This is an optimization exercise on Yosys and OpenROAD, whose aim is small area, a short achievable clock period and few clock cycles per item, not a production implementation. Where RTL was checked, it was by simulation tests only, not by an equivalence proof against the original. The RTL of run 4 was laid out without a check of its function. Power is estimated from default activity; no workload was simulated.

**run.sh**
```bash
#!/bin/bash
# synth_recipe.tcl (not shown) runs the flow's synth.tcl, then flattens the netlist and writes it again
# the make line also repeats each setting of config.mk as NAME=value (left out here)
make -C /OpenROAD-flow-scripts/flow DESIGN_CONFIG=/design/flow/config.mk WORK_HOME=/design/flow/orfs CLKGATE_MAP_FILE= SYNTH_SCRIPT=/design/flow/synth_recipe.tcl finish
```
**config.mk**
```make
export PLATFORM = sky130hd
export DESIGN_NAME = bimodal_branch_predictor_unit
export DESIGN_NICKNAME = bimodal_branch_predictor_unit
export VERILOG_FILES = /design/flow/design.v
export SDC_FILE = /design/flow/constraint.sdc
export NUM_CORES = 4
export LEC_CHECK = 0
export CAP_MARGIN = 20
export CORE_MARGIN = 2
export CORE_UTILIZATION = 50
export PLACE_DENSITY = 0.6
export SLEW_MARGIN = 20
```
**constraint.sdc**
```tcl
create_clock -name core_clock -period 5.0 [get_ports {clock}]
set_input_delay 1.0000 -clock core_clock [delete_from_list [all_inputs] [get_ports {clock}]]
set_output_delay 1.0000 -clock core_clock [all_outputs]
set_load 0.01 [all_outputs]
```
**design.v**
```verilog
package bbp_pkg;
   localparam int MAX_INDEX_BITS_DEFAULT = 10;
   localparam int COUNT_WIDTH_DEFAULT    = 32;
   localparam int ADDR_WIDTH  = 32;
   localparam int FIELD_WIDTH = 32;
   localparam int INDEX_REG_WIDTH = 4;
   localparam int EFF_WIDTH   = 5;
   typedef logic [ADDR_WIDTH-1:0]      addr_type;
   typedef logic [FIELD_WIDTH-1:0]     field_type;
   typedef logic [INDEX_REG_WIDTH-1:0] index_reg_type;
   typedef logic [EFF_WIDTH-1:0]       eff_bits_type;
   typedef logic [1:0]                 ctr_type;
   localparam index_reg_type INDEX_BITS_RESET = index_reg_type'(12);
   localparam ctr_type CTR_MIN = 2'd0;
   localparam ctr_type CTR_MAX = 2'd3;
   typedef struct packed {
      logic fire;
      logic predicted;
      logic taken;
   } outcome_type;
endpackage
module bbp_counter_ram #(
   parameter int ROW_BITS = 5,
   parameter int COL_BITS = 5
) (
   input  logic                                clock,
   input  logic [(1<<COL_BITS)-1:0]            rd_col_oh,
   output logic [(1<<ROW_BITS)-1:0][1:0]       rd_rows,
   input  logic [(1<<ROW_BITS)-1:0]            wr_row_en,
   input  logic [(1<<COL_BITS)-1:0]            wr_col_en,
   input  bbp_pkg::ctr_type                    wr_data
);
   localparam int ROWS = 1 << ROW_BITS;
   localparam int COLS = 1 << COL_BITS;
   logic [ROWS-1:0][COLS-1:0][1:0] mem;
   for (genvar r = 0; r < ROWS; r++) begin : g_row
      for (genvar c = 0; c < COLS; c++) begin : g_col
         always_ff @(posedge clock) begin
            if (wr_row_en[r] && wr_col_en[c]) begin
               mem[r][c] <= wr_data;
            end
         end
      end
   end
   always_comb begin
      for (int r = 0; r < ROWS; r++) begin
         rd_rows[r] = '0;
         for (int c = 0; c < COLS; c++) begin
            rd_rows[r] = rd_rows[r] | ({2{rd_col_oh[c]}} & mem[r][c]);
         end
      end
   end
endmodule
module bbp_stats #(
   parameter int COUNT_WIDTH = bbp_pkg::COUNT_WIDTH_DEFAULT
) (
   input  logic                   clock,
   input  logic                   clear,
   input  logic                   count,
   input  logic                   predicted,
   input  logic                   taken,
   output logic [COUNT_WIDTH-1:0] branch_tally,
   output logic [COUNT_WIDTH-1:0] hit_taken_tally,
   output logic [COUNT_WIDTH-1:0] miss_taken_tally,
   output logic [COUNT_WIDTH-1:0] hit_not_taken_tally,
   output logic [COUNT_WIDTH-1:0] miss_not_taken_tally
);
   localparam logic [COUNT_WIDTH-1:0] COUNT_FULL = '1;
   function automatic logic [COUNT_WIDTH-1:0] sat_inc(input logic [COUNT_WIDTH-1:0] v);
      sat_inc = (v == COUNT_FULL) ? v : v + COUNT_WIDTH'(1);
   endfunction
   logic [COUNT_WIDTH-1:0] branch_ff, hit_t_ff, miss_t_ff, hit_nt_ff, miss_nt_ff;
   always_ff @(posedge clock) begin
      if (clear) begin
         branch_ff  <= '0;
         hit_t_ff   <= '0;
         miss_t_ff  <= '0;
         hit_nt_ff  <= '0;
         miss_nt_ff <= '0;
      end else if (count) begin
         branch_ff <= sat_inc(branch_ff);
         case ({predicted, taken})
            2'b11:   hit_t_ff   <= sat_inc(hit_t_ff);
            2'b10:   miss_t_ff  <= sat_inc(miss_t_ff);
            2'b01:   miss_nt_ff <= sat_inc(miss_nt_ff);
            default: hit_nt_ff  <= sat_inc(hit_nt_ff);
         endcase
      end
   end
   assign branch_tally         = branch_ff;
   assign hit_taken_tally      = hit_t_ff;
   assign miss_taken_tally     = miss_t_ff;
   assign hit_not_taken_tally  = hit_nt_ff;
   assign miss_not_taken_tally = miss_nt_ff;
endmodule
module bimodal_branch_predictor_unit #(
   parameter int MAX_INDEX_BITS = bbp_pkg::MAX_INDEX_BITS_DEFAULT,
   parameter int COUNT_WIDTH    = bbp_pkg::COUNT_WIDTH_DEFAULT
) (
   input  logic                   clock,
   input  logic                   reset,
   input  logic                   req_valid,
   output logic                   req_ready,
   input  bbp_pkg::addr_type      req_branch_address,
   input  logic                   req_taken,
   output logic                   rsp_valid,
   input  logic                   rsp_ready,
   output logic                   rsp_predicted_taken,
   output logic                   rsp_prediction_correct,
   output bbp_pkg::field_type     rsp_total_branches,
   output bbp_pkg::field_type     rsp_right_taken_count,
   output bbp_pkg::field_type     rsp_wrong_taken_count,
   output bbp_pkg::field_type     rsp_right_not_taken_count,
   output bbp_pkg::field_type     rsp_wrong_not_taken_count,
   input  logic                   csr_write_enable,
   input  bbp_pkg::index_reg_type csr_write_data
);
   localparam int COL_BITS = MAX_INDEX_BITS / 2;
   localparam int ROW_BITS = MAX_INDEX_BITS - COL_BITS;
   localparam int ROWS     = 1 << ROW_BITS;
   localparam int COLS     = 1 << COL_BITS;
   localparam int FIFO_AW  = 3;
   localparam int FIFO_D   = 1 << FIFO_AW;
   localparam int CAP      = FIFO_D;
   typedef logic [MAX_INDEX_BITS-1:0] idx_type;
   localparam bbp_pkg::eff_bits_type EFF_MAX = bbp_pkg::eff_bits_type'(MAX_INDEX_BITS);
   localparam bbp_pkg::eff_bits_type EFF_MIN = bbp_pkg::eff_bits_type'(1);
   bbp_pkg::index_reg_type index_bits_ff;
   logic                   clear_ff;
   logic                   ready_ff;
   logic [FIFO_AW:0]       inflight_ff;
   bbp_pkg::eff_bits_type eff_bits;
   idx_type               mask;
   idx_type               req_idx;
   logic                  accept;
   logic                  pop;
   logic [FIFO_AW:0]      inflight_next;
   always_comb begin
      priority if (index_bits_ff == '0) begin
         eff_bits = EFF_MIN;
      end else if (bbp_pkg::eff_bits_type'(index_bits_ff) > EFF_MAX) begin
         eff_bits = EFF_MAX;
      end else begin
         eff_bits = bbp_pkg::eff_bits_type'(index_bits_ff);
      end
   end
   always_comb begin
      for (int i = 0; i < MAX_INDEX_BITS; i++) begin
         mask[i] = (bbp_pkg::eff_bits_type'(i) < eff_bits);
      end
   end
   assign req_idx   = req_branch_address[MAX_INDEX_BITS-1:0] & mask;
   assign req_ready = ready_ff;
   assign accept    = req_valid && ready_ff;
   assign inflight_next = inflight_ff + (FIFO_AW+1)'(accept) - (FIFO_AW+1)'(pop);
   always_ff @(posedge clock) begin
      if (reset) begin
         index_bits_ff <= bbp_pkg::INDEX_BITS_RESET;
         inflight_ff   <= '0;
         ready_ff      <= 1'b1;
      end else begin
         if (csr_write_enable) begin
            index_bits_ff <= csr_write_data;
         end
         inflight_ff <= inflight_next;
         ready_ff    <= (inflight_next < (FIFO_AW+1)'(CAP));
      end
   end
   always_ff @(posedge clock) begin
      clear_ff <= reset;
   end
   logic             a_valid_ff;
   idx_type          a_idx_ff;
   logic             a_taken_ff;
   logic [COLS-1:0]  a_col_oh_ff;
   always_ff @(posedge clock) begin
      if (reset) begin
         a_valid_ff <= 1'b0;
      end else begin
         a_valid_ff <= accept;
      end
   end
   always_ff @(posedge clock) begin
      a_idx_ff   <= req_idx;
      a_taken_ff <= req_taken;
      for (int c = 0; c < COLS; c++) begin
         a_col_oh_ff[c] <= (req_idx[COL_BITS-1:0] == COL_BITS'(c));
      end
   end
   logic [ROWS-1:0][1:0] rd_rows;
   logic [ROWS-1:0]      wr_row_en;
   logic [COLS-1:0]      wr_col_en;
   bbp_pkg::ctr_type     wr_data;
   bbp_counter_ram #(
      .ROW_BITS (ROW_BITS),
      .COL_BITS (COL_BITS)
   ) u_ram (
      .clock     (clock),
      .rd_col_oh (a_col_oh_ff),
      .rd_rows   (rd_rows),
      .wr_row_en (wr_row_en),
      .wr_col_en (wr_col_en),
      .wr_data   (wr_data)
   );
   logic                 b_valid_ff;
   idx_type              b_idx_ff;
   logic                 b_taken_ff;
   logic [ROWS-1:0][1:0] b_rows_ff;
   logic                 w_valid_ff, w2_valid_ff;
   idx_type              w_idx_ff, w2_idx_ff;
   bbp_pkg::ctr_type     w_val_ff, w2_val_ff;
   bbp_pkg::ctr_type     ctr_raw, ctr_now, ctr_next;
   logic                 pred;
   always_ff @(posedge clock) begin
      if (reset) begin
         b_valid_ff <= 1'b0;
      end else begin
         b_valid_ff <= a_valid_ff;
      end
   end
   always_ff @(posedge clock) begin
      b_idx_ff   <= a_idx_ff;
      b_taken_ff <= a_taken_ff;
      b_rows_ff  <= rd_rows;
   end
   assign ctr_raw = b_rows_ff[b_idx_ff[MAX_INDEX_BITS-1:COL_BITS]];
   always_comb begin
      if (w_valid_ff && (w_idx_ff == b_idx_ff)) begin
         ctr_now = w_val_ff;
      end else if (w2_valid_ff && (w2_idx_ff == b_idx_ff)) begin
         ctr_now = w2_val_ff;
      end else begin
         ctr_now = ctr_raw;
      end
   end
   assign pred = ctr_now[1];
   always_comb begin
      if (b_taken_ff) begin
         ctr_next = (ctr_now == bbp_pkg::CTR_MAX) ? ctr_now : ctr_now + 2'd1;
      end else begin
         ctr_next = (ctr_now == bbp_pkg::CTR_MIN) ? ctr_now : ctr_now - 2'd1;
      end
   end
   always_ff @(posedge clock) begin
      if (reset) begin
         w_valid_ff  <= 1'b0;
         w2_valid_ff <= 1'b0;
      end else begin
         w_valid_ff  <= b_valid_ff;
         w2_valid_ff <= w_valid_ff;
      end
   end
   always_ff @(posedge clock) begin
      w_idx_ff  <= b_idx_ff;
      w_val_ff  <= ctr_next;
      w2_idx_ff <= w_idx_ff;
      w2_val_ff <= w_val_ff;
   end
   always_comb begin
      for (int r = 0; r < ROWS; r++) begin
         wr_row_en[r] = clear_ff ||
                        (w_valid_ff && (w_idx_ff[MAX_INDEX_BITS-1:COL_BITS] == ROW_BITS'(r)));
      end
      for (int c = 0; c < COLS; c++) begin
         wr_col_en[c] = clear_ff || (w_idx_ff[COL_BITS-1:0] == COL_BITS'(c));
      end
   end
   assign wr_data = clear_ff ? bbp_pkg::CTR_MIN : w_val_ff;
   logic [FIFO_D-1:0] fifo_pred_ff, fifo_taken_ff;
   logic [FIFO_AW:0]  wptr_ff, rptr_ff;
   logic              fifo_nonempty;
   logic              head_pred, head_taken;
   always_ff @(posedge clock) begin
      if (reset) begin
         wptr_ff <= '0;
         rptr_ff <= '0;
      end else begin
         if (b_valid_ff) begin
            wptr_ff <= wptr_ff + 1'b1;
         end
         if (pop) begin
            rptr_ff <= rptr_ff + 1'b1;
         end
      end
   end
   always_ff @(posedge clock) begin
      if (b_valid_ff) begin
         fifo_pred_ff[wptr_ff[FIFO_AW-1:0]]  <= pred;
         fifo_taken_ff[wptr_ff[FIFO_AW-1:0]] <= b_taken_ff;
      end
   end
   assign fifo_nonempty = (wptr_ff != rptr_ff);
   assign head_pred     = fifo_pred_ff[rptr_ff[FIFO_AW-1:0]];
   assign head_taken    = fifo_taken_ff[rptr_ff[FIFO_AW-1:0]];
   logic rsp_valid_ff, rsp_pred_ff, rsp_correct_ff;
   assign pop = fifo_nonempty && (!rsp_valid_ff || rsp_ready);
   always_ff @(posedge clock) begin
      if (reset) begin
         rsp_valid_ff <= 1'b0;
      end else begin
         rsp_valid_ff <= fifo_nonempty || (rsp_valid_ff && !rsp_ready);
      end
   end
   always_ff @(posedge clock) begin
      if (pop) begin
         rsp_pred_ff    <= head_pred;
         rsp_correct_ff <= (head_pred == head_taken);
      end
   end
   bbp_stats #(
      .COUNT_WIDTH(COUNT_WIDTH)
   ) u_stats (
      .clock                (clock),
      .clear                (clear_ff),
      .count                (pop),
      .predicted            (head_pred),
      .taken                (head_taken),
      .branch_tally         (rsp_total_branches),
      .hit_taken_tally      (rsp_right_taken_count),
      .miss_taken_tally     (rsp_wrong_taken_count),
      .hit_not_taken_tally  (rsp_right_not_taken_count),
      .miss_not_taken_tally (rsp_wrong_not_taken_count)
   );
   assign rsp_valid              = rsp_valid_ff;
   assign rsp_predicted_taken    = rsp_pred_ff;
   assign rsp_prediction_correct = rsp_correct_ff;
endmodule
```
==> qor.yml, run 1 <==
drtAntennaViolNets: 0
post_synth_xor_area_fraction_pct: 1.43
cts_tree: "done"
grt-busiest-layer: "met2"
grt_max_degree: 222
whs_path_depth: 0
total_power_uw: 47100
vias: 60218
fin_cells: 9072
final_layout_size_suffix_gt1_share_pct: 10.5
wl_per_cell_um: 33.4
fin_tns_setup_ns: 0
worst_slew_pin_slew_ns: 1.27
dp.cells: 8624
use_met1_pct: 46.2
place.gp.congestion: 0.845
die_y_um: 431
grtUsageMet3_pct: 6.60
clockRootBuffer: "clkbuf_16"
boundaryPins: 206
synth_edf_count: 2066
synth_area_mm2: 0.0913
cts_inserted_buffers: 233
p_sw_share_pct: 24.6
firstDrtPassIters: 6
drcViolationCount: 0
setup_viol: 0
cts_resized: 0
synth_mux_area_share_pct: 0.818
grt_first_pass_wirelength_um: 423000
area_growth_pct: 14.5
hp-class: "flip-flop to flip-flop"
yosys_warnings: 3
async_reset_ff_share_pct: 0
dieArea_mm2: 0.186
antenna_found_initial: 17
synthAdderAreaFrac_pct: 0.304
first_iter_violations: 10048
core_mm2: 0.181
yosysSeqAreaShare_pct: 75.1
synth.distinct_cells: 69
wirelength_um: 303000
synth_cells: 6379
holdWs_ns: 0.332
internal_power_uw: 35500
grt_usage_pct: 32.0
period_minus_slack_ns: 3.71
p_leak_uw: 0.0350
cts_setup_buffers: 0
crit_required_ns: 5.57
fin_crit_sh_pct: 74.1
layout_common_cells: "edfxtp_1 (2066), nor2_1 (1230), a22oi_1 (768), dfxtp_1 (290), clkbuf_16 (237)"
power_frac_clock_pct: 38.5
viasPerCell: 6.64
synth-main-ff-cell: "edfxtp_1"
ys_ff_latch: 2391
die_w_um: 431
initial_core_util_pct: 50.4
port_buffers: 183
fin_skew_ns: 0.0669
rrSetupSlack_ns: 1.29
end_kind: "flip-flop"
fmax_mhz: 270
slew_viol_final: 0
crit_type: "flip-flop to flip-flop"
combPwrFrac_pct: 8.0
h-tree-depth: 4
grt_setup_unrepaired: "no"
post-route-util_pct: 57.7
drv_cap: 0
clock-sinks: 2391
synthSimpleGateAreaFrac_pct: 10.1
synth_compound_area_share_pct: 10.1
clkTransAtPathRegs_ns: 0.06
hold_viol: 0
syn-mean-instance-area_um2: 14.3
relSlewSlack_pct: 15.1
synth_nets: 6441
insertion_delay_ns: 0.89
nNetsFinal: 6554
overflow: 0
dpl.hpwl_um: 168000
outcome: "no timing/DRC/antenna violations"
cts_buffer_depth: 3
met2_usage_pct: 48.9
power_density_mw_per_mm2: 450
pwr-share-seq_pct: 53.5
ir_worst_vdd_mv: 0.335
cp-start-kind: "flip-flop"
reg2reg_depth: 6
cp.arrival_ns: 4.28
cts_hold_buf: 0
layout_commonest_cell: "edfxtp_1"
num-fill-cells: 14329
first_global_vias: 57255
synth_top_family_by_area: "compound AO/OA/AOI/OAI gates"
crit_fanout: 22
p_sw_uw: 11600
num_rows: 156
cell families (layout without fill, tap and decap cells):
logic type | count (synthesis) | in the layout
flip-flops | 2391 | 2391
AND/OR/NAND/NOR | 2008 | 2008
AO/OA/AOI/OAI | 1219 | 1219
buffers and inverters | 537 | 858
XOR/XNOR | 149 | 149
multiplexers | 53 | 53
adder cells (fa/ha/maj) | 22 | 22
other | 0 | 2
state kept, by name, summed over array words and instances (netlist names), 8 cells and up:
name,flops
a_col_oh_ff,32
a_idx_ff,10
b_idx_ff,10
b_rows_ff,64
fifo_pred_ff,8
fifo_taken_ff,8
u_ram.mem,2048
u_stats.branch_ff,32
u_stats.hit_nt_ff,32
u_stats.hit_t_ff,32
u_stats.miss_nt_ff,32
u_stats.miss_t_ff,32
w2_idx_ff,10
w_idx_ff,10
per-stage QoR:
step	instance area, um^2	worst slack (ns)
after floorplan	91400	-5.64
after global placement	96500	1.18
after detailed placement	96500	1.19
after CTS	104000	1.32
after global routing	105000	0.979
final	105000	1.29
power groups by stage:
stage | logic, uW | registers (uW) | clock network [uW]
2_1_floorplan | 1980 | 25600 | 0
3_3_place_gp | 3610 | 25500 | 0
3_5_place_dp | 3650 | 25600 | 0
4_1_cts | 3660 | 25200 | 18200
5_1_grt | 3960 | 25300 | 18900
6_report | 3750 | 25200 | 18100
final timing paths:
path / startpoint / end
worst max-delay path: b_idx_ff[6] / fifo_pred_ff[0]
worst min-delay path: a_idx_ff[4] / b_idx_ff[4]
worst max register to register: b_idx_ff[6] / fifo_pred_ff[0]
worst min register to register: a_idx_ff[4] / b_idx_ff[4]
layout make-up:
| cell class | count | area (um^2) | area share [%] |
|---|---|---|---|
| tap | 2370 | 2970 | 2.84 |
| clock buffer | 308 | 6440 | 6.16 |
| clock inverter | 135 | 1510 | 1.44 |
| inverter | 45 | 169 | 0.162 |
| timing repair buffer | 370 | 3510 | 3.35 |
| sequential | 2391 | 68700 | 65.7 |
| multi-input combinational | 3451 | 21300 | 20.4 |
| antenna | 2 | 5.00 | 0.00479 |
cells in the mapped netlist (12+ instances only):
library cell,count,area [um^2]
a211oi_1,22,165
a221oi_1,128,1120
nor4b_1,12,105
o21ai_0,26,130
mux4_2,16,360
xnor2_1,118,1030
edfxtp_1,2066,62000
clkbuf_1,399,1500
nor2b_1,37,231
a21oi_1,87,435
mux2i_1,24,240
nor4_1,36,225
nor3_1,39,195
or4_1,82,616
buf_1,83,312
a22o_1,128,1120
or3_1,15,93.8
and2_1,15,93.8
and4_1,17,149
nor2_1,1230,4620
and3_1,17,106
inv_1,44,165
dfxtp_1,325,6510
a22oi_1,768,5770
xor2_1,31,272
nand4_1,174,1090
a31oi_1,15,93.8
nand2_1,100,375
ha_1,19,238
nand3_1,190,951
mux2_2,13,146
routing by layer:
layer	vias up	routed length, um
li1	24909	-
met1	30945	120000
met2	3793	137000
met3	563	35800
met4	8	10100
met5	-	54
critical path: stages (launching register included):
cell and delay, ns:
dfxtp_2 0.84, mux4_2 0.60, mux2i_1 0.46, nor2_1 0.10, or4_1 0.55, o21ai_1 0.65
o21ai_0 0.19
Testbench counts, summed over its fixed seeds: cycles 35,580, items 32,000.
==> inputs of run 2 (changes only) <==
--- a/config.mk
+++ b/config.mk
@@ -10,3 +10,4 @@
 export CORE_UTILIZATION = 50
 export PLACE_DENSITY = 0.6
+export SETUP_SLACK_MARGIN = 2.6
 export SLEW_MARGIN = 20
==> qor.yml, run 2 <==
cts_tree: "done"  # unchanged
fin_tns_setup_ns: 0  # unchanged
synth-main-ff-cell: "edfxtp_1"  # unchanged
fin_cells: 9344  # was 9072
vias: 62720  # was 60218
first_iter_violations: 10127  # was 10048
clock-sinks: 2391  # unchanged
yosys_warnings: 3  # unchanged
largest_register_ffs: 2048  # unchanged
synth_cells: 6379  # unchanged
syn-mean-instance-area_um2: 14.3  # unchanged
cts_inserted_buffers: 233  # unchanged
dp.cells: 8624  # unchanged
wirelength_um: 323000  # was 303000 um
async_reset_ff_share_pct: 0  # unchanged
layout_commonest_cell: "edfxtp_1"  # unchanged
power_density_mw_per_mm2: 437  # was 450 mW/mm^2
hp-class: "flip-flop to flip-flop"  # unchanged
yosysMostFrequentCell: "edfxtp_1"  # unchanged
end_kind: "flip-flop"  # unchanged
wl_per_cell_um: 34.5  # was 33.4 um
clkTransAtPathRegs_ns: 0.06  # about the same
p_sw_share_pct: 24.9  # was 24.6%
synth_commonest_cells: "edfxtp_1 (2066), nor2_1 (1230), a22oi_1 (768)"  # unchanged
firstDrtPassIters: 6  # unchanged
drv_cap: 0  # unchanged
synth_nets: 6441  # unchanged
port_buffers: 183  # unchanged
crit_fanout: 5  # was 22
initial_core_util_pct: 50.4  # unchanged
final_layout_size_suffix_gt1_share_pct: 21.3  # was 10.5%
synth_top_area_share_pct: 67.9  # unchanged
fin_crit_sh_pct: 56.8  # was 74.1%
core_mm2: 0.181  # unchanged
top_register: "u_ram.mem"  # unchanged
die_w_um: 431  # unchanged
nNetsFinal: 6824  # was 6554
fin_skew_ns: 0.0735  # was 0.0669 ns
synth_edf_count: 2066  # unchanged
cts_hold_buf: 0  # unchanged
fmax_mhz: 352  # was 270 MHz
area_growth_pct: 19.6  # was 14.5%
dieArea_mm2: 0.186  # unchanged
die_y_um: 431  # unchanged
crit_type: "flip-flop to flip-flop"  # unchanged
boundaryPins: 206  # unchanged
ir_worst_vdd_mv: 0.339  # was 0.335 mV
pwr-share-seq_pct: 52.8  # was 53.5%
grt_first_pass_wirelength_um: 442000  # was 423000 um
power_frac_clock_pct: 38.1  # was 38.5%
drcViolationCount: 0  # unchanged
relSlewSlack_pct: 26.1  # was 15.1%
synth.distinct_cells: 69  # unchanged
overflow: 0  # unchanged
grt_usage_pct: 33.4  # was 32.0%
antenna_found_initial: 11  # was 17
internal_power_uw: 35800  # was 35500 uW
cts_buffer_depth: 3  # unchanged
crit_required_ns: 5.80  # was 5.57 ns
ys_ff_latch: 2391  # unchanged
cp-start-kind: "flip-flop"  # unchanged
p_sw_uw: 11900  # was 11600 uW
combPwrFrac_pct: 9.1  # was 8.0%
cp.arrival_ns: 3.64  # was 4.28 ns
yosysTopAreaCell: "edfxtp_1"  # unchanged
hold_viol: 0  # unchanged
dpl.hpwl_um: 168000  # unchanged
clockRootBuffer: "clkbuf_16"  # unchanged
viasPerCell: 6.71  # was 6.64
slew_viol_final: 0  # unchanged
insertion_delay_ns: 0.90  # was 0.89 ns
drtAntennaViolNets: 0  # unchanged
place.gp.congestion: 0.845  # unchanged
worst_slew_pin_slew_ns: 1.11  # was 1.27 ns
period_minus_slack_ns: 2.84  # was 3.71 ns
grt_max_degree: 222  # unchanged
setup_viol: 0  # unchanged
grt_setup_unrepaired: "yes"  # was no
largestRegisters: "u_ram.mem (2048), b_rows_ff (64)"  # unchanged
h-tree-depth: 4  # unchanged
yosysSeqAreaShare_pct: 75.1  # unchanged
num_rows: 156  # unchanged
total_power_uw: 47700  # was 47100 uW
layout_common_cells: "edfxtp_1 (2066), nor2_1 (1223), a22oi_1 (768), buf_4 (356), clkbuf_16 (238)"  # was edfxtp_1 (2066), nor2_1 (1230), a22oi_1 (768), dfxtp_1 (290), clkbuf_16 (237)
synthTopCellsByArea: "edfxtp_1 (68%), dfxtp_1 (7.1%), a22oi_1 (6.3%)"  # unchanged
first_global_vias: 59405  # was 57255
outcome: "no timing/DRC/antenna violations"  # unchanged
p_leak_uw: 0.0375  # was 0.0350 uW
synth_area_mm2: 0.0913  # unchanged
==> run 2: stage by stage <==
step | hold slack, ns | util (%) | setup WS (ns) | cell area, um^2
final | 0.333 | 60.3 | 2.16 | 109000
after global routing | 0.336 | 60.3 | 2.09 | 109000
after CTS | 0.333 | 59.6 | 2.11 | 108000
after detailed placement | 0.315 | 53.3 | 1.19 | 96500
after global placement | 0.314 | 53.3 | 1.18 | 96500
after floorplan | 0.310 | - | -5.64 | 91400
==> run 2: kinds of logic after synthesis <==
| logic type | after synthesis | synth area share, % |
|---|---|---|
| AND/OR/NAND/NOR | 2008 | 10.1 |
| AO/OA/AOI/OAI | 1219 | 10.1 |
| buffers and inverters | 537 | 2.22 |
| XOR/XNOR | 149 | 1.43 |
| flip-flops | 2391 | 75.1 |
| adder cells (fa/ha/maj) | 22 | 0.304 |
| multiplexers | 53 | 0.818 |
==> run 2: power groups by stage <==
stage | clock, uW | combinational (uW) | sequential, uW
final | 18100 | 4340 | 25200
after global routing | 18900 | 4540 | 25300
after CTS | 18200 | 4080 | 25100
after detailed placement | 0 | 3650 | 25600
after global placement | 0 | 3610 | 25500
after floorplan | 0 | 1980 | 25600
==> run 2: cell type report <==
cell class                      count  area (um^2)
Inverter                           45          183
Clock inverter                    135         1510
Sequential cell                  2391        69100
Timing Repair Buffer              635         6050
Clock buffer                      308         6440
Multi-Input combinational cell   3455        22900
Fill cell                       13806        72000
Antenna cell                        4         10.0
Tap cell                         2370         2970
Timing Repair inverter              1         6.26
==> run 2: worst max-delay path, stage by stage (launching register included) <==
cell and delay, ns:
dfxtp_4 0.40, mux4_2 0.56, mux2i_4 0.25, ha_4 0.21, nand2_4 0.05, or4_4 0.44, or4b_4 0.50, or3_1 0.31
nand2_1 0.06
==> run 2: path summary, 6_finish.rpt <==
path | from | to | cells past startpoint | slack (ns)
min reg2reg | a_idx_ff[4] | b_idx_ff[4] | 0 | 0.33
min | a_idx_ff[4] | b_idx_ff[4] | 0 | 0.33
max reg2reg | rptr_ff[0] | u_stats.miss_t_ff[25] | 8 | 2.16
max | rptr_ff[0] | u_stats.miss_t_ff[25] | 8 | 2.16
==> run 2: what timing repair did <==
| action | 4_1_cts | 5_1_grt |
|---|---|---|
| gates resized for setup | 1309 | 146 |
| setup endpoints to repair | 3798 | 326 |
| pin swaps | 93 | 75 |
| hold endpoints to repair | 0 | 0 |
| buffers inserted | 211 | 56 |
| gates cloned | 4 | 2 |
==> run 2: per-layer routing <==
layer | part of all wire (%) | track usage (%) | up-vias
met4 | 4.5 | 12.2 | 8
met3 | 12 | 7.37 | 786
met2 | 45 | 50.9 | 4266
met5 | 0.015 | 0 | -
met1 | 38 | 47.4 | 32172
li1 | - | - | 25488
==> inputs of run 3 (changes only) <==
--- a/config.mk
+++ b/config.mk
@@ -8,6 +8,6 @@
 export CAP_MARGIN = 20
 export CORE_MARGIN = 2
-export CORE_UTILIZATION = 50
-export PLACE_DENSITY = 0.6
+export CORE_UTILIZATION = 65
+export PLACE_DENSITY = 0.72
 export SETUP_SLACK_MARGIN = 2.6
 export SLEW_MARGIN = 20
==> qor.yml, run 3 <==
outcome: "no timing/DRC/antenna violations"  # unchanged
ir_worst_vdd_mv: 0.341  # was 0.339 mV
layout_common_cells: "edfxtp_1 (2066), nor2_1 (1222), a22oi_1 (768), buf_4 (282), clkbuf_16 (235)"  # was edfxtp_1 (2066), nor2_1 (1223), a22oi_1 (768), buf_4 (356), clkbuf_16 (238)
end_kind: "flip-flop"  # unchanged
synth-main-ff-cell: "edfxtp_1"  # unchanged
multi_input_area_mm2: 0.0229  # about the same
grt_setup_unrepaired: "yes"  # unchanged
first_iter_violations: 11494  # was 10127
setup_slack_ns: 2.14  # was 2.16 ns
drcViolationCount: 0  # unchanged
cts_buffer_depth: 3  # unchanged
setup_viol: 0  # unchanged
synthTopCellsByArea: "edfxtp_1 (68%), dfxtp_1 (7.1%), a22oi_1 (6.3%)"  # unchanged
syn-mean-instance-area_um2: 14.3  # unchanged
dpl.hpwl_um: 156000  # was 168000 um
cp.arrival_ns: 3.65  # was 3.64 ns
wl_per_cell_um: 34.4  # was 34.5 um
hp-class: "flip-flop to flip-flop"  # unchanged
synth_nets: 6441  # unchanged
synth_edf_count: 2066  # unchanged
grt_usage_pct: 41.1  # was 33.4%
clkTransAtPathRegs_ns: 0.06  # about the same
layout_commonest_cell: "edfxtp_1"  # unchanged
largest_register_ffs: 2048  # unchanged
antenna_found_initial: 19  # was 11
cp-start-kind: "flip-flop"  # unchanged
nNetsFinal: 6753  # was 6824
yosys_warnings: 3  # unchanged
slew_viol_final: 0  # unchanged
yosysMostFrequentCell: "edfxtp_1"  # unchanged
die_w_um: 379  # was 431 um
vias: 63265  # was 62720
worst_slew_pin_slew_ns: 1.10  # was 1.11 ns
core_mm2: 0.140  # was 0.181 mm^2
grt_first_pass_wirelength_um: 416000  # was 442000 um
h-tree-depth: 4  # unchanged
drv_cap: 0  # unchanged
post-place-ws_ns: 1.16  # was 1.19 ns
dieArea_mm2: 0.143  # was 0.186 mm^2
reg2reg_depth: 9  # was 8
wirelength_um: 302000  # was 323000 um
top_register: "u_ram.mem"  # unchanged
fin_crit_sh_pct: 57.3  # was 56.8%
crit_fanout: 4  # was 5
largestRegisters: "u_ram.mem (2048), b_rows_ff (64)"  # unchanged
crit_required_ns: 5.78  # was 5.80 ns
fmax_mhz: 349  # was 352 MHz
combPwrFrac_pct: 9.5  # was 9.1%
boundaryPins: 206  # unchanged
die_y_um: 379  # was 431 um
num-fill-cells: 8156  # was 13806
place.gp.congestion: 0.881  # was 0.845
cts_inserted_buffers: 227  # was 233
ff_latch_area_mm2: 0.0691  # about the same
ys_ff_latch: 2391  # unchanged
drtAntennaViolNets: 0  # unchanged
p_sw_share_pct: 24.4  # was 24.9%
power_frac_clock_pct: 36.5  # was 38.1%
synth_area_mm2: 0.0913  # unchanged
fin_tns_setup_ns: 0  # unchanged
synth_commonest_cells: "edfxtp_1 (2066), nor2_1 (1230), a22oi_1 (768)"  # unchanged
synth_cells: 6379  # unchanged
clock-sinks: 2391  # unchanged
initial_core_util_pct: 65.4  # was 50.4%
overflow: 0  # unchanged
hold_viol: 0  # unchanged
p_sw_uw: 11400  # was 11900 uW
synth_top_area_share_pct: 67.9  # unchanged
cts_tree: "done"  # unchanged
whs_path_depth: 0  # unchanged
first_global_vias: 58774  # was 59405
holdWs_ns: 0.325  # was 0.333 ns
period_minus_slack_ns: 2.86  # was 2.84 ns
final_area_mm2: 0.107  # was 0.109 mm^2
insertion_delay_ns: 0.86  # was 0.90 ns
final_layout_size_suffix_gt1_share_pct: 20.0  # was 21.3%
power_density_mw_per_mm2: 435  # was 437 mW/mm^2
internal_power_uw: 35200  # was 35800 uW
pwr-share-seq_pct: 54.0  # was 52.8%
crit_type: "flip-flop to flip-flop"  # unchanged
p_leak_uw: 0.0369  # was 0.0375 uW
relSlewSlack_pct: 26.5  # was 26.1%
fin_skew_ns: 0.0380  # was 0.0735 ns
clockRootBuffer: "clkbuf_16"  # unchanged
post-route-util_pct: 76.8  # was 60.3%
async_reset_ff_share_pct: 0  # unchanged
yosysTopAreaCell: "edfxtp_1"  # unchanged
port_buffers: 183  # unchanged
viasPerCell: 7.21  # was 6.71
num_rows: 137  # was 156
grt_max_degree: 239  # was 222
area_growth_pct: 17.3  # was 19.6%
synth.distinct_cells: 69  # unchanged
dpl-instance-area_mm2: 0.0959  # was 0.0965 mm^2
firstDrtPassIters: 9  # was 6
yosysSeqAreaShare_pct: 75.1  # unchanged
run 3: cell counts after synthesis:
Identical to the previous run, type by type.
run 3: cells by family after synthesis:
kind of cell / after synthesis / share of synthesized area (%)
XOR/XNOR: 149 / 1.43
adder cells (fa/ha/maj): 22 / 0.304
AO/OA/AOI/OAI: 1219 / 10.1
AND/OR/NAND/NOR: 2008 / 10.1
flip-flops: 2391 / 75.1
multiplexers: 53 / 0.818
buffers and inverters: 537 / 2.22
run 3: metal layers:
layer | routed length, um | up-vias | part of all wire [%] | GRT usage (%)
li1 | - | 25319 | - | -
met1 | 102000 | 31409 | 34 | 56.3
met2 | 134000 | 5480 | 44 | 61.5
met3 | 46700 | 1041 | 15 | 11.2
met4 | 19000 | 16 | 6.3 | 20.4
met5 | 121 | - | 0.040 | 0
run 3: repair_timing:
item / in CTS / in global routing
endpoints found under the setup margin: 3775 / 1833
resized for setup: 1179 / 173
gates cloned: 3 / 6
hold buffers: 0 / 0
pin swaps: 88 / 95
buffers inserted: 141 / 74
run 3: worst paths after layout:
path / endpoint / start / slack (ns)
hold reg to reg: b_idx_ff[0] / a_idx_ff[0] / 0.33
setup / recovery: u_stats.miss_t_ff[25] / rptr_ff[0] / 2.14
setup reg to reg: u_stats.miss_t_ff[25] / rptr_ff[0] / 2.14
hold / removal: b_idx_ff[0] / a_idx_ff[0] / 0.33
run 3: layout make-up:
type	instances	area share (%)
diodes	12	0.0280
clock buffers	330	5.98
clock inverters	100	0.855
inverters	45	0.175
multi-input cells	3456	21.4
flip-flops and latches	2391	64.5
well taps	1876	2.19
repair buffers	570	4.94
run 3: power groups by stage:
stage | Sequential (uW) | Clock [uW] | Combinational (uW)
global route | 25200 | 17800 | 4580
detailed placement | 25600 | 0 | 3550
CTS | 25100 | 17000 | 3900
floorplan | 25600 | 0 | 1980
finish | 25200 | 17000 | 4410
global placement | 25500 | 0 | 3500
run 3: critical path, cell delays in order (launching register included):
cell and delay [ns]:
dfxtp_4 0.39, mux4_2 0.55, mux2i_4 0.23, buf_12 0.14, ha_4 0.14, nand2_4 0.04, or4_4 0.44, or4b_4 0.49
or3_1 0.31, nand2_1 0.07
run 3: through the flow:
| step | power (uW) | std cells |
|---|---|---|
| finish | 46600 | 8780 |
| global route | 47600 | 8772 |
| CTS | 46000 | 8688 |
| detailed placement | 29100 | 8114 |
| global placement | 29000 | 8111 |
| floorplan | 27600 | 6379 |
==> inputs of run 4 (changes only) <==
--- a/design.v
+++ b/design.v
@@ -174,4 +174,6 @@
    logic             a_taken_ff;
    logic [COLS-1:0]  a_col_oh_ff;
+   logic             b_valid_ff, c_valid_ff, w_valid_ff;
+   idx_type          b_idx_ff, c_idx_ff, w_idx_ff;
    always_ff @(posedge clock) begin
       if (reset) begin
@@ -203,13 +205,14 @@
       .wr_data   (wr_data)
    );
-   logic                 b_valid_ff;
-   idx_type              b_idx_ff;
+   logic a_hit1, a_hit2, a_hit3;
+   assign a_hit1 = b_valid_ff && (b_idx_ff == a_idx_ff);
+   assign a_hit2 = c_valid_ff && (c_idx_ff == a_idx_ff);
+   assign a_hit3 = w_valid_ff && (w_idx_ff == a_idx_ff);
    logic                 b_taken_ff;
    logic [ROWS-1:0][1:0] b_rows_ff;
-   logic                 w_valid_ff, w2_valid_ff;
-   idx_type              w_idx_ff, w2_idx_ff;
+   logic [ROWS-1:0]      b_row_oh_ff;
+   logic                 b_hit1_ff, b_hit2_ff, b_hit3_ff;
    bbp_pkg::ctr_type     w_val_ff, w2_val_ff;
-   bbp_pkg::ctr_type     ctr_raw, ctr_now, ctr_next;
-   logic                 pred;
+   bbp_pkg::ctr_type     b_row_val, b_ctr;
    always_ff @(posedge clock) begin
       if (reset) begin
@@ -223,18 +226,48 @@
       b_taken_ff <= a_taken_ff;
       b_rows_ff  <= rd_rows;
+      b_hit1_ff  <= a_hit1;
+      b_hit2_ff  <= a_hit2;
+      b_hit3_ff  <= a_hit3;
+      for (int r = 0; r < ROWS; r++) begin
+         b_row_oh_ff[r] <= (a_idx_ff[MAX_INDEX_BITS-1:COL_BITS] == ROW_BITS'(r));
+      end
+   end
+   always_comb begin
+      b_row_val = '0;
+      for (int r = 0; r < ROWS; r++) begin
+         b_row_val = b_row_val | ({2{b_row_oh_ff[r]}} & b_rows_ff[r]);
+      end
    end
-   assign ctr_raw = b_rows_ff[b_idx_ff[MAX_INDEX_BITS-1:COL_BITS]];
    always_comb begin
-      if (w_valid_ff && (w_idx_ff == b_idx_ff)) begin
-         ctr_now = w_val_ff;
-      end else if (w2_valid_ff && (w2_idx_ff == b_idx_ff)) begin
-         ctr_now = w2_val_ff;
+      if (b_hit2_ff) begin
+         b_ctr = w_val_ff;
+      end else if (b_hit3_ff) begin
+         b_ctr = w2_val_ff;
+      end else begin
+         b_ctr = b_row_val;
+      end
+   end
+   logic             c_taken_ff;
+   logic             c_hit1_ff;
+   bbp_pkg::ctr_type c_ctr_ff;
+   bbp_pkg::ctr_type ctr_now, ctr_next;
+   logic             pred;
+   always_ff @(posedge clock) begin
+      if (reset) begin
+         c_valid_ff <= 1'b0;
       end else begin
-         ctr_now = ctr_raw;
+         c_valid_ff <= b_valid_ff;
       end
    end
-   assign pred = ctr_now[1];
+   always_ff @(posedge clock) begin
+      c_idx_ff   <= b_idx_ff;
+      c_taken_ff <= b_taken_ff;
+      c_hit1_ff  <= b_hit1_ff;
+      c_ctr_ff   <= b_ctr;
+   end
+   assign ctr_now = c_hit1_ff ? w_val_ff : c_ctr_ff;
+   assign pred    = ctr_now[1];
    always_comb begin
-      if (b_taken_ff) begin
+      if (c_taken_ff) begin
          ctr_next = (ctr_now == bbp_pkg::CTR_MAX) ? ctr_now : ctr_now + 2'd1;
       end else begin
@@ -244,15 +277,12 @@
    always_ff @(posedge clock) begin
       if (reset) begin
-         w_valid_ff  <= 1'b0;
-         w2_valid_ff <= 1'b0;
+         w_valid_ff <= 1'b0;
       end else begin
-         w_valid_ff  <= b_valid_ff;
-         w2_valid_ff <= w_valid_ff;
+         w_valid_ff <= c_valid_ff;
       end
    end
    always_ff @(posedge clock) begin
-      w_idx_ff  <= b_idx_ff;
+      w_idx_ff  <= c_idx_ff;
       w_val_ff  <= ctr_next;
-      w2_idx_ff <= w_idx_ff;
       w2_val_ff <= w_val_ff;
    end
@@ -270,5 +300,5 @@
    logic [FIFO_AW:0]  wptr_ff, rptr_ff;
    logic              fifo_nonempty;
-   logic              head_pred, head_taken;
+   logic              fifo_pop;
    always_ff @(posedge clock) begin
       if (reset) begin
@@ -276,8 +306,8 @@
          rptr_ff <= '0;
       end else begin
-         if (b_valid_ff) begin
+         if (c_valid_ff) begin
             wptr_ff <= wptr_ff + 1'b1;
          end
-         if (pop) begin
+         if (fifo_pop) begin
             rptr_ff <= rptr_ff + 1'b1;
          end
@@ -285,25 +315,38 @@
    end
    always_ff @(posedge clock) begin
-      if (b_valid_ff) begin
+      if (c_valid_ff) begin
          fifo_pred_ff[wptr_ff[FIFO_AW-1:0]]  <= pred;
-         fifo_taken_ff[wptr_ff[FIFO_AW-1:0]] <= b_taken_ff;
+         fifo_taken_ff[wptr_ff[FIFO_AW-1:0]] <= c_taken_ff;
       end
    end
    assign fifo_nonempty = (wptr_ff != rptr_ff);
-   assign head_pred     = fifo_pred_ff[rptr_ff[FIFO_AW-1:0]];
-   assign head_taken    = fifo_taken_ff[rptr_ff[FIFO_AW-1:0]];
+   logic nx_valid_ff, nx_pred_ff, nx_taken_ff;
    logic rsp_valid_ff, rsp_pred_ff, rsp_correct_ff;
-   assign pop = fifo_nonempty && (!rsp_valid_ff || rsp_ready);
+   assign pop      = nx_valid_ff && (!rsp_valid_ff || rsp_ready);
+   assign fifo_pop = fifo_nonempty && (!nx_valid_ff || pop);
+   always_ff @(posedge clock) begin
+      if (reset) begin
+         nx_valid_ff <= 1'b0;
+      end else if (!nx_valid_ff || pop) begin
+         nx_valid_ff <= fifo_nonempty;
+      end
+   end
+   always_ff @(posedge clock) begin
+      if (!nx_valid_ff || pop) begin
+         nx_pred_ff  <= fifo_pred_ff[rptr_ff[FIFO_AW-1:0]];
+         nx_taken_ff <= fifo_taken_ff[rptr_ff[FIFO_AW-1:0]];
+      end
+   end
    always_ff @(posedge clock) begin
       if (reset) begin
          rsp_valid_ff <= 1'b0;
       end else begin
-         rsp_valid_ff <= fifo_nonempty || (rsp_valid_ff && !rsp_ready);
+         rsp_valid_ff <= nx_valid_ff || (rsp_valid_ff && !rsp_ready);
       end
    end
    always_ff @(posedge clock) begin
       if (pop) begin
-         rsp_pred_ff    <= head_pred;
-         rsp_correct_ff <= (head_pred == head_taken);
+         rsp_pred_ff    <= nx_pred_ff;
+         rsp_correct_ff <= (nx_pred_ff == nx_taken_ff);
       end
    end
@@ -314,6 +357,6 @@
       .clear                (clear_ff),
       .count                (pop),
-      .predicted            (head_pred),
-      .taken                (head_taken),
+      .predicted            (nx_pred_ff),
+      .taken                (nx_taken_ff),
       .branch_tally         (rsp_total_branches),
       .hit_taken_tally      (rsp_right_taken_count),
--- a/config.mk
+++ b/config.mk
@@ -8,6 +8,6 @@
 export CAP_MARGIN = 20
 export CORE_MARGIN = 2
-export CORE_UTILIZATION = 65
-export PLACE_DENSITY = 0.72
-export SETUP_SLACK_MARGIN = 2.6
+export CORE_UTILIZATION = 50
+export PLACE_DENSITY = 0.6
+export SETUP_SLACK_MARGIN = 2.8
 export SLEW_MARGIN = 20
==> qor.yml, run 4 <==
p_leak_uw: 0.0383  # was 0.0369 uW
crit_type: "flip-flop to output pin"  # was flip-flop to flip-flop
grt_usage_pct: 35.3  # was 41.1%
dpl.hpwl_um: 167000  # was 156000 um
syn-mean-instance-area_um2: 14.2  # was 14.3 um^2
yosysSeqAreaShare_pct: 75.1  # about the same
relSlewSlack_pct: 14.4  # was 26.5%
crit_path_cell_trace: "buf_2"  # was mux4_2 -> mux2i_4 -> buf_12 -> ha_4 -> nand2_4 -> or4_4 -> or4b_4 -> or3_1 -> nand2_1
drv_cap: 0  # unchanged
crit_family: "flip-flops"  # was simple AND/OR/NAND/NOR gates
worst_slew_pin_slew_ns: 1.28  # was 1.10 ns
crit_fanout: 1  # was 4
final_layout_size_suffix_gt1_share_pct: 22.3  # was 20.0%
slew_viol_final: 0  # unchanged
slowest_stage: "edfxtp_1"  # was mux4_2
fin_skew_ns: 0.0392  # was 0.0380 ns
nNetsFinal: 7077  # was 6753
largest_register_ffs: 2048  # unchanged
die_y_um: 434  # was 379 um
yosysTopAreaCell: "edfxtp_1"  # unchanged
synth-main-ff-cell: "edfxtp_1"  # unchanged
dieArea_mm2: 0.188  # was 0.143 mm^2
cts_inserted_buffers: 236  # was 227
cts_buffer_depth: 3  # unchanged
die_w_um: 434  # was 379 um
area_growth_pct: 20.8  # was 17.3%
setup_slack_ns: 2.59  # was 2.14 ns
ys_ff_latch: 2433  # was 2391
cp.arrival_ns: 1.41  # was 3.65 ns
top_register: "u_ram.mem"  # unchanged
hold_viol: 0  # unchanged
yosysMostFrequentCell: "edfxtp_1"  # unchanged
port_buffers: 183  # unchanged
setup_viol: 0  # unchanged
drtAntennaViolNets: 0  # unchanged
fin_crit_sh_pct: 48.2  # was 57.3%
total_power_uw: 47500  # was 46600 uW
first_global_vias: 61069  # was 58774
fin_tns_setup_ns: 0  # unchanged
wl_per_cell_um: 35.2  # was 34.4 um
max_stage_delay_ns: 0.37  # was 0.55 ns
synth_commonest_cells: "edfxtp_1 (2068), nor2_1 (1167), a22oi_1 (796)"  # was edfxtp_1 (2066), nor2_1 (1230), a22oi_1 (768)
synth_area_mm2: 0.0924  # was 0.0913 mm^2
ir_worst_vdd_mv: 0.319  # was 0.341 mV
hp-class: "flip-flop to flip-flop"  # unchanged
synth_top_area_share_pct: 67.2  # was 67.9%
clockRootBuffer: "clkbuf_16"  # unchanged
wirelength_um: 342000  # was 302000 um
firstDrtPassIters: 6  # was 9
cts_tree: "done"  # unchanged
grt_max_degree: 231  # was 239
synth_nets: 6580  # was 6441
power_density_mw_per_mm2: 425  # was 435 mW/mm^2
layout_commonest_cell: "edfxtp_1"  # unchanged
cts_hold_buf: 0  # unchanged
end_kind: "output pin"  # was flip-flop
yosys_warnings: 3  # unchanged
synthTopCellsByArea: "edfxtp_1 (67%), dfxtp_1 (7.9%), a22oi_1 (6.5%)"  # was edfxtp_1 (68%), dfxtp_1 (7.1%), a22oi_1 (6.3%)
largestRegisters: "u_ram.mem (2048), b_rows_ff (64)"  # unchanged
synth_edf_count: 2068  # was 2066
synth.distinct_cells: 65  # was 69
cp-start-kind: "flip-flop"  # unchanged
core_mm2: 0.183  # was 0.140 mm^2
drcViolationCount: 0  # unchanged
place.gp.congestion: 0.904  # was 0.881
antenna_found_initial: 26  # was 19
first_iter_violations: 11006  # was 11494
vias: 65720  # was 63265
h-tree-depth: 4  # unchanged
synth_cells: 6519  # was 6379
async_reset_ff_share_pct: 0  # unchanged
period_minus_slack_ns: 2.41  # was 2.86 ns
boundaryPins: 206  # unchanged
post-place-ws_ns: 1.38  # was 1.16 ns
fmax_mhz: 415  # was 349 MHz
clkTransAtPathRegs_ns: 0.06  # about the same
grt_first_pass_wirelength_um: 464000  # was 416000 um
holdWs_ns: 0.326  # was 0.325 ns
insertion_delay_ns: 0.90  # was 0.86 ns
layout_common_cells: "edfxtp_1 (2068), nor2_1 (1134), a22oi_1 (796), buf_4 (404), clkbuf_16 (243)"  # was edfxtp_1 (2066), nor2_1 (1222), a22oi_1 (768), buf_4 (282), clkbuf_16 (235)
overflow: 0  # unchanged
cp_num_buf_inv: 1  # unchanged
initial_core_util_pct: 50.4  # was 65.4%
num_rows: 157  # was 137
grt_setup_unrepaired: "yes"  # unchanged
viasPerCell: 6.77  # was 7.21
crit_required_ns: 4.00  # was 5.78 ns
outcome: "no timing/DRC/antenna violations"  # unchanged
clock-sinks: 2433  # was 2391
[run 4: changes by cell type in the layout (fill, tap and decap cells not counted), sizes merged, moves of 28 or more]
cell    delta
a21oi    +104
a22oi     +28
buf      +183
clkbuf    +35
dfxtp     +40
nor2      -63
o21ai     +57
o31ai     +41
or3       +70
or4       +28
xnor2     -80
[run 4: kinds of logic (layout without fill, tap and decap cells)]
group           count (synthesis)  in the layout  synth area share [%]
xor+xnor                       50             50                 0.474
mux                            42             42                 0.550
flops                        2433           2433                  75.1
simple gates                 2013           2014                  10.2
fa+ha+maj                      20             20                 0.276
compound gates               1424           1428                  11.2
other cells                     0             20                     0
buf+inv                       537           1240                  2.20
[run 4: final timing paths]
check / cells after the start / end / startpoint / slack (ns)
max: 1 / rsp_prediction_correct / rsp_correct_ff / 2.59
min: 0 / c_taken_ff / b_taken_ff / 0.33
max reg2reg: 7 / u_stats.miss_nt_ff[28] / nx_pred_ff / 2.61
min reg2reg: 0 / c_taken_ff / b_taken_ff / 0.33
[run 4: power breakdown]
group	leakage, uW	total [uW]	switching, uW	internal, uW
clock	0.00378	17800	7800	9950
combinational	0.0114	4010	3070	947
sequential	0.0231	25700	847	24800
total	0.0383	47500	11700	35700
[run 4: timing repair]
action / in CTS / in global routing
endpoints found under the setup margin: 4178 / 788
gates resized for setup: 1314 / 211
buffers inserted: 289 / 105
cloned: 11 / 9
pin swaps: 45 / 61
[run 4: routing by layer]
| layer | global-route usage [%] | part of all wire (%) | up-vias |
|---|---|---|---|
| li1 | - | - | 26496 |
| met1 | 48.1 | 37 | 33582 |
| met2 | 53.9 | 45 | 4713 |
| met3 | 7.42 | 12 | 919 |
| met4 | 17.7 | 5.9 | 10 |
| met5 | 0 | 0.023 | - |
[run 4: area by class of cell]
cell class	instances	area, um^2
inverters	35	131
flip-flops and latches	2433	70000
repair buffers	756	8010
multi-input cells	3554	22700
fillers	13890	71600
well taps	2464	3080
clock buffers	364	6880
diodes	20	50.0
clock inverters	85	787
[run 4: metrics by stage]
| stage | utilization [%] | instances | instance area (um^2) |
|---|---|---|---|
| 6_report | 60.9 | 9711 | 112000 |
| 3_3_place_gp | 53.2 | 8824 | 97600 |
| 5_1_grt | 60.9 | 9701 | 112000 |
| 4_1_cts | 59.9 | 9577 | 110000 |
| 2_1_floorplan | - | 6519 | 92500 |
| 3_5_place_dp | 53.3 | 8828 | 97700 |
==> inputs of run 5 (changes only) <==
--- a/design.v
+++ b/design.v
@@ -58,6 +58,5 @@
    input  logic                   clear,
    input  logic                   count,
-   input  logic                   predicted,
-   input  logic                   taken,
+   input  logic [3:0]             cls,
    output logic [COUNT_WIDTH-1:0] branch_tally,
    output logic [COUNT_WIDTH-1:0] hit_taken_tally,
@@ -66,31 +65,26 @@
    output logic [COUNT_WIDTH-1:0] miss_not_taken_tally
 );
-   localparam logic [COUNT_WIDTH-1:0] COUNT_FULL = '1;
    function automatic logic [COUNT_WIDTH-1:0] sat_inc(input logic [COUNT_WIDTH-1:0] v);
-      sat_inc = (v == COUNT_FULL) ? v : v + COUNT_WIDTH'(1);
+      for (int i = 0; i < COUNT_WIDTH; i++) begin
+         sat_inc[i] = (&v) | (v[i] ^ (&(v | ~((COUNT_WIDTH'(1) << i) - 1))));
+      end
    endfunction
-   logic [COUNT_WIDTH-1:0] branch_ff, hit_t_ff, miss_t_ff, hit_nt_ff, miss_nt_ff;
-   always_ff @(posedge clock) begin
-      if (clear) begin
-         branch_ff  <= '0;
-         hit_t_ff   <= '0;
-         miss_t_ff  <= '0;
-         hit_nt_ff  <= '0;
-         miss_nt_ff <= '0;
-      end else if (count) begin
-         branch_ff <= sat_inc(branch_ff);
-         case ({predicted, taken})
-            2'b11:   hit_t_ff   <= sat_inc(hit_t_ff);
-            2'b10:   miss_t_ff  <= sat_inc(miss_t_ff);
-            2'b01:   miss_nt_ff <= sat_inc(miss_nt_ff);
-            default: hit_nt_ff  <= sat_inc(hit_nt_ff);
-         endcase
-      end
-   end
-   assign branch_tally         = branch_ff;
-   assign hit_taken_tally      = hit_t_ff;
-   assign miss_taken_tally     = miss_t_ff;
-   assign hit_not_taken_tally  = hit_nt_ff;
-   assign miss_not_taken_tally = miss_nt_ff;
+   logic [4:0][COUNT_WIDTH-1:0] tally_ff;
+   logic [4:0]                  bump;
+   assign bump = {1'b1, cls};
+   for (genvar k = 0; k < 5; k++) begin : g_tally
+      always_ff @(posedge clock) begin
+         if (clear) begin
+            tally_ff[k] <= '0;
+         end else if (count && bump[k]) begin
+            tally_ff[k] <= sat_inc(tally_ff[k]);
+         end
+      end
+   end
+   assign branch_tally         = tally_ff[4];
+   assign hit_taken_tally      = tally_ff[3];
+   assign miss_taken_tally     = tally_ff[2];
+   assign miss_not_taken_tally = tally_ff[1];
+   assign hit_not_taken_tally  = tally_ff[0];
 endmodule
 module bimodal_branch_predictor_unit #(
@@ -321,5 +315,9 @@
    end
    assign fifo_nonempty = (wptr_ff != rptr_ff);
-   logic nx_valid_ff, nx_pred_ff, nx_taken_ff;
+   assign head_pred     = fifo_pred_ff[rptr_ff[FIFO_AW-1:0]];
+   assign head_taken    = fifo_taken_ff[rptr_ff[FIFO_AW-1:0]];
+   logic       nx_valid_ff, nx_pred_ff;
+   logic [3:0] nx_cls_ff;
+   logic       head_pred, head_taken;
    logic rsp_valid_ff, rsp_pred_ff, rsp_correct_ff;
    assign pop      = nx_valid_ff && (!rsp_valid_ff || rsp_ready);
@@ -334,6 +332,7 @@
    always_ff @(posedge clock) begin
       if (!nx_valid_ff || pop) begin
-         nx_pred_ff  <= fifo_pred_ff[rptr_ff[FIFO_AW-1:0]];
-         nx_taken_ff <= fifo_taken_ff[rptr_ff[FIFO_AW-1:0]];
+         nx_pred_ff <= head_pred;
+         nx_cls_ff  <= {head_pred && head_taken, head_pred && !head_taken,
+                        !head_pred && head_taken, !head_pred && !head_taken};
       end
    end
@@ -348,5 +347,5 @@
       if (pop) begin
          rsp_pred_ff    <= nx_pred_ff;
-         rsp_correct_ff <= (nx_pred_ff == nx_taken_ff);
+         rsp_correct_ff <= nx_cls_ff[3] || nx_cls_ff[0];
       end
    end
@@ -357,6 +356,5 @@
       .clear                (clear_ff),
       .count                (pop),
-      .predicted            (nx_pred_ff),
-      .taken                (nx_taken_ff),
+      .cls                  (nx_cls_ff),
       .branch_tally         (rsp_total_branches),
       .hit_taken_tally      (rsp_right_taken_count),
--- a/config.mk
+++ b/config.mk
@@ -8,6 +8,6 @@
 export CAP_MARGIN = 20
 export CORE_MARGIN = 2
-export CORE_UTILIZATION = 50
-export PLACE_DENSITY = 0.6
-export SETUP_SLACK_MARGIN = 2.8
+export CORE_UTILIZATION = 65
+export PLACE_DENSITY = 0.72
+export SETUP_SLACK_MARGIN = 2.9
 export SLEW_MARGIN = 20
==> qor.yml, run 5 <==
outcome: "no timing/DRC/antenna violations"  # unchanged
synth-main-ff-cell: "edfxtp_1"  # unchanged
fin_crit_sh_pct: 47.7  # was 48.2%
p_leak_uw: 0.0387  # was 0.0383 uW
post-route-util_pct: 77.9  # was 60.9%
insertion_delay_ns: 0.89  # was 0.90 ns
nNetsFinal: 6932  # was 7077
synth_top_area_share_pct: 67.6  # was 67.2%
cts_buffer_depth: 3  # unchanged
period_minus_slack_ns: 2.39  # was 2.41 ns
crit_path_cell_trace: "buf_6"  # was buf_2
rrSetupSlack_ns: 2.72  # was 2.61 ns
cts_tree: "done"  # unchanged
fin_tns_setup_ns: 0  # unchanged
fmax_mhz: 419  # was 415 MHz
port_buffers: 183  # unchanged
largest_register_ffs: 2048  # unchanged
crit_type: "flip-flop to output pin"  # unchanged
first_global_vias: 62224  # was 61069
worstHoldStart: "c_idx_ff[6]"  # was b_taken_ff
die_y_um: 380  # was 434 um
drv_cap: 0  # unchanged
whs_path_depth: 0  # unchanged
crit_fanout: 1  # unchanged
synth_area_mm2: 0.0921  # was 0.0924 mm^2
clockRootBuffer: "clkbuf_16"  # unchanged
cp.arrival_ns: 1.39  # was 1.41 ns
syn-mean-instance-area_um2: 14.5  # was 14.2 um^2
firstDrtPassIters: 14  # was 6
yosysSeqAreaShare_pct: 75.5  # was 75.1%
grt_max_degree: 227  # was 231
yosysMostFrequentCell: "edfxtp_1"  # unchanged
largestRegisters: "u_ram.mem (2048), u_stats.tally_ff (160), b_rows_ff (64)"  # was u_ram.mem (2048), b_rows_ff (64)
synth_edf_count: 2071  # was 2068
grt_usage_pct: 44.7  # was 35.3%
grt_first_pass_wirelength_um: 453000  # was 464000 um
end_kind: "output pin"  # unchanged
fin_skew_ns: 0.0486  # was 0.0392 ns
final_layout_size_suffix_gt1_share_pct: 22.7  # was 22.3%
first_iter_violations: 12279  # was 11006
cts_inserted_buffers: 229  # was 236
dp.cells: 8090  # was 8828
drcViolationCount: 0  # unchanged
slew_viol_final: 0  # unchanged
area_growth_pct: 19.4  # was 20.8%
die_w_um: 380  # was 434 um
synth_nets: 6436  # was 6580
power_density_mw_per_mm2: 431  # was 425 mW/mm^2
dpl.hpwl_um: 161000  # was 167000 um
clkTransAtPathRegs_ns: 0.06  # about the same
yosysTopAreaCell: "edfxtp_1"  # unchanged
boundaryPins: 206  # unchanged
crit_family: "flip-flops"  # unchanged
clock-sinks: 2436  # was 2433
dieArea_mm2: 0.145  # was 0.188 mm^2
num_rows: 138  # was 157
worst_slew_pin_slew_ns: 1.23  # was 1.28 ns
whs_endpoint: "w_idx_ff[6]"  # was c_taken_ff
async_reset_ff_share_pct: 0  # unchanged
hold_viol: 0  # unchanged
overflow: 0  # unchanged
cp-start-kind: "flip-flop"  # unchanged
layout_common_cells: "edfxtp_1 (2071), nor2_1 (1097), a22oi_1 (791), buf_4 (424), clkbuf_16 (234)"  # was edfxtp_1 (2068), nor2_1 (1134), a22oi_1 (796), buf_4 (404), clkbuf_16 (243)
ys_ff_latch: 2436  # was 2433
max_stage_delay_ns: 0.39  # was 0.37 ns
top_register: "u_ram.mem"  # unchanged
synthTopCellsByArea: "edfxtp_1 (68%), dfxtp_1 (7.9%), a22oi_1 (6.5%)"  # was edfxtp_1 (67%), dfxtp_1 (7.9%), a22oi_1 (6.5%)
setup_viol: 0  # unchanged
cts_hold_buf: 0  # unchanged
cp.depth: 1  # unchanged
fin_cells: 8971  # was 9711
core_mm2: 0.141  # was 0.183 mm^2
synth.distinct_cells: 82  # was 65
drtAntennaViolNets: 0  # unchanged
relSlewSlack_pct: 17.4  # was 14.4%
slowest_stage: "edfxtp_1"  # unchanged
reg2reg_depth: 6  # was 7
ir_worst_vdd_mv: 0.360  # was 0.319 mV
layout_commonest_cell: "edfxtp_1"  # unchanged
timing.rr.end: "u_ram.mem[1154]"  # was u_stats.miss_nt_ff[28]
wl_per_cell_um: 36.9  # was 35.2 um
antenna_found_initial: 22  # was 26
initial_core_util_pct: 65.3  # was 50.4%
h-tree-depth: 4  # unchanged
synth_cells: 6359  # was 6519
vias: 66357  # was 65720
place.gp.congestion: 0.918  # was 0.904
holdWs_ns: 0.354  # was 0.326 ns
cp_num_buf_inv: 1  # unchanged
hp-class: "flip-flop to flip-flop"  # unchanged
r2r-start: "w_idx_ff[6]"  # was nx_pred_ff
yosys_warnings: 3  # unchanged
grt_setup_unrepaired: "yes"  # unchanged
total_power_uw: 47400  # was 47500 uW
viasPerCell: 7.40  # was 6.77
crit_required_ns: 4.00  # about the same
synth_commonest_cells: "edfxtp_1 (2071), nor2_1 (1169), a22oi_1 (792)"  # was edfxtp_1 (2068), nor2_1 (1167), a22oi_1 (796)
wirelength_um: 331000  # was 342000 um
## run 5: layout make-up
| type | count | area (um^2) |
|---|---|---|
| Clock inverter | 93 | 821 |
| Clock buffer | 339 | 6550 |
| Antenna cell | 25 | 62.6 |
| Inverter | 34 | 131 |
| Sequential cell | 2436 | 70000 |
| Timing Repair Buffer | 759 | 8070 |
| Fill cell | 7851 | 31100 |
| Timing Repair inverter | 1 | 7.51 |
| Tap cell | 1890 | 2360 |
| Multi-Input combinational cell | 3394 | 21900 |
## run 5: how the worst max path moves through the flow
stage                        start                endpoint  slack, ns
finish                 rsp_pred_ff     rsp_predicted_taken       2.61
global route        rsp_correct_ff  rsp_prediction_correct       2.57
CTS                    rsp_pred_ff     rsp_predicted_taken       2.57
detailed placement       rsp_ready   u_stats.tally_ff[126]       1.55
global placement         rsp_ready          inflight_ff[2]       1.52
floorplan                 clear_ff            u_ram.mem[0]      -5.71
## run 5: kinds of logic (layout without fill, tap and decap cells)
kind of cell               Yosys count  in the layout  synth area share [%]
buffers and inverters              535           1226                  2.26
xor gates and xnor gates           100            100                 0.951
and+or+nand+nor                   1864           1868                  9.32
AOI/OAI and AO/OA                 1362           1364                  11.1
DFF                               2436           2436                  75.5
muxes                               26             26                 0.352
other                                0             25                     0
adders and majority gates           36             36                 0.495
## run 5: routing by layer
layer  vias up  track usage (%)  share of wire, %  wire [um]
li1      25779                -                 -          -
met1     32545             58.2                32     105000
met2      6502             64.2                43     142000
met3      1513             16.1                17      57700
met4        18             28.4               7.9      26300
met5         -                0             0.048        160
## run 5: metrics by stage
step	instance area (um^2)	worst slack (ns)
after floorplan	92100	-5.71
after global placement	96400	1.52
after detailed placement	96500	1.55
after CTS	109000	2.57
after global routing	110000	2.57
final	110000	2.61
## run 5: what timing repair did
| item | in CTS | in global routing |
|---|---|---|
| gates cloned | 7 | 3 |
| buffers inserted | 336 | 78 |
| gates resized for setup | 1286 | 166 |
| pin swaps | 32 | 22 |
| setup endpoints to repair | 4467 | 2334 |
## run 5: power by group
part           internal, uW  total, uW  switching [uW]
clock                  9660      17200            7570
sequential            24900      25800             880
combinational          1140       4350            3200
total                 35700      47400           11700
Testbench counts of run 5, summed over its fixed seeds: cycles 35,595, items 32,000.

==> re-timing with driven ports <==
The results above use ideal ports. As a check the final layouts listed here were re-extracted and re-timed, cells and wires unchanged.
Step 1, drivers: a clkbuf_16 drives clock and a buf_2 each remaining input, both assumed.
Step 2 moves the port delays by t, midway between the first and last clock arrival at a register: inputs arrive t later, outputs are due t later. That takes back most of the time a late clock gives input paths.
Slacks: ideal / step 1 / step 2; pairs: ideal / step 1.
run	t (ns)	setup WS [ns]	hold slack, ns
run 1	0.948	1.293 / 1.293 / 1.169	0.332 / 0.332 / 0.332
run 2	0.948	2.159 / 2.159 / 1.360	0.333 / 0.333 / 0.333
run 3	0.920	2.136 / 2.136 / 1.552	0.325 / 0.325 / 0.325
run 4	0.974	2.590 / 2.496 / 1.924	0.326 / 0.326 / 0.326
run 5	0.941	2.613 / 2.534 / 1.995	0.354 / 0.354 / 0.354
After both steps every run listed still meets setup and hold. For run 2, which loses most, drivers alone change the setup slack by 0.000 ns; drivers and shift together by -0.799 ns.
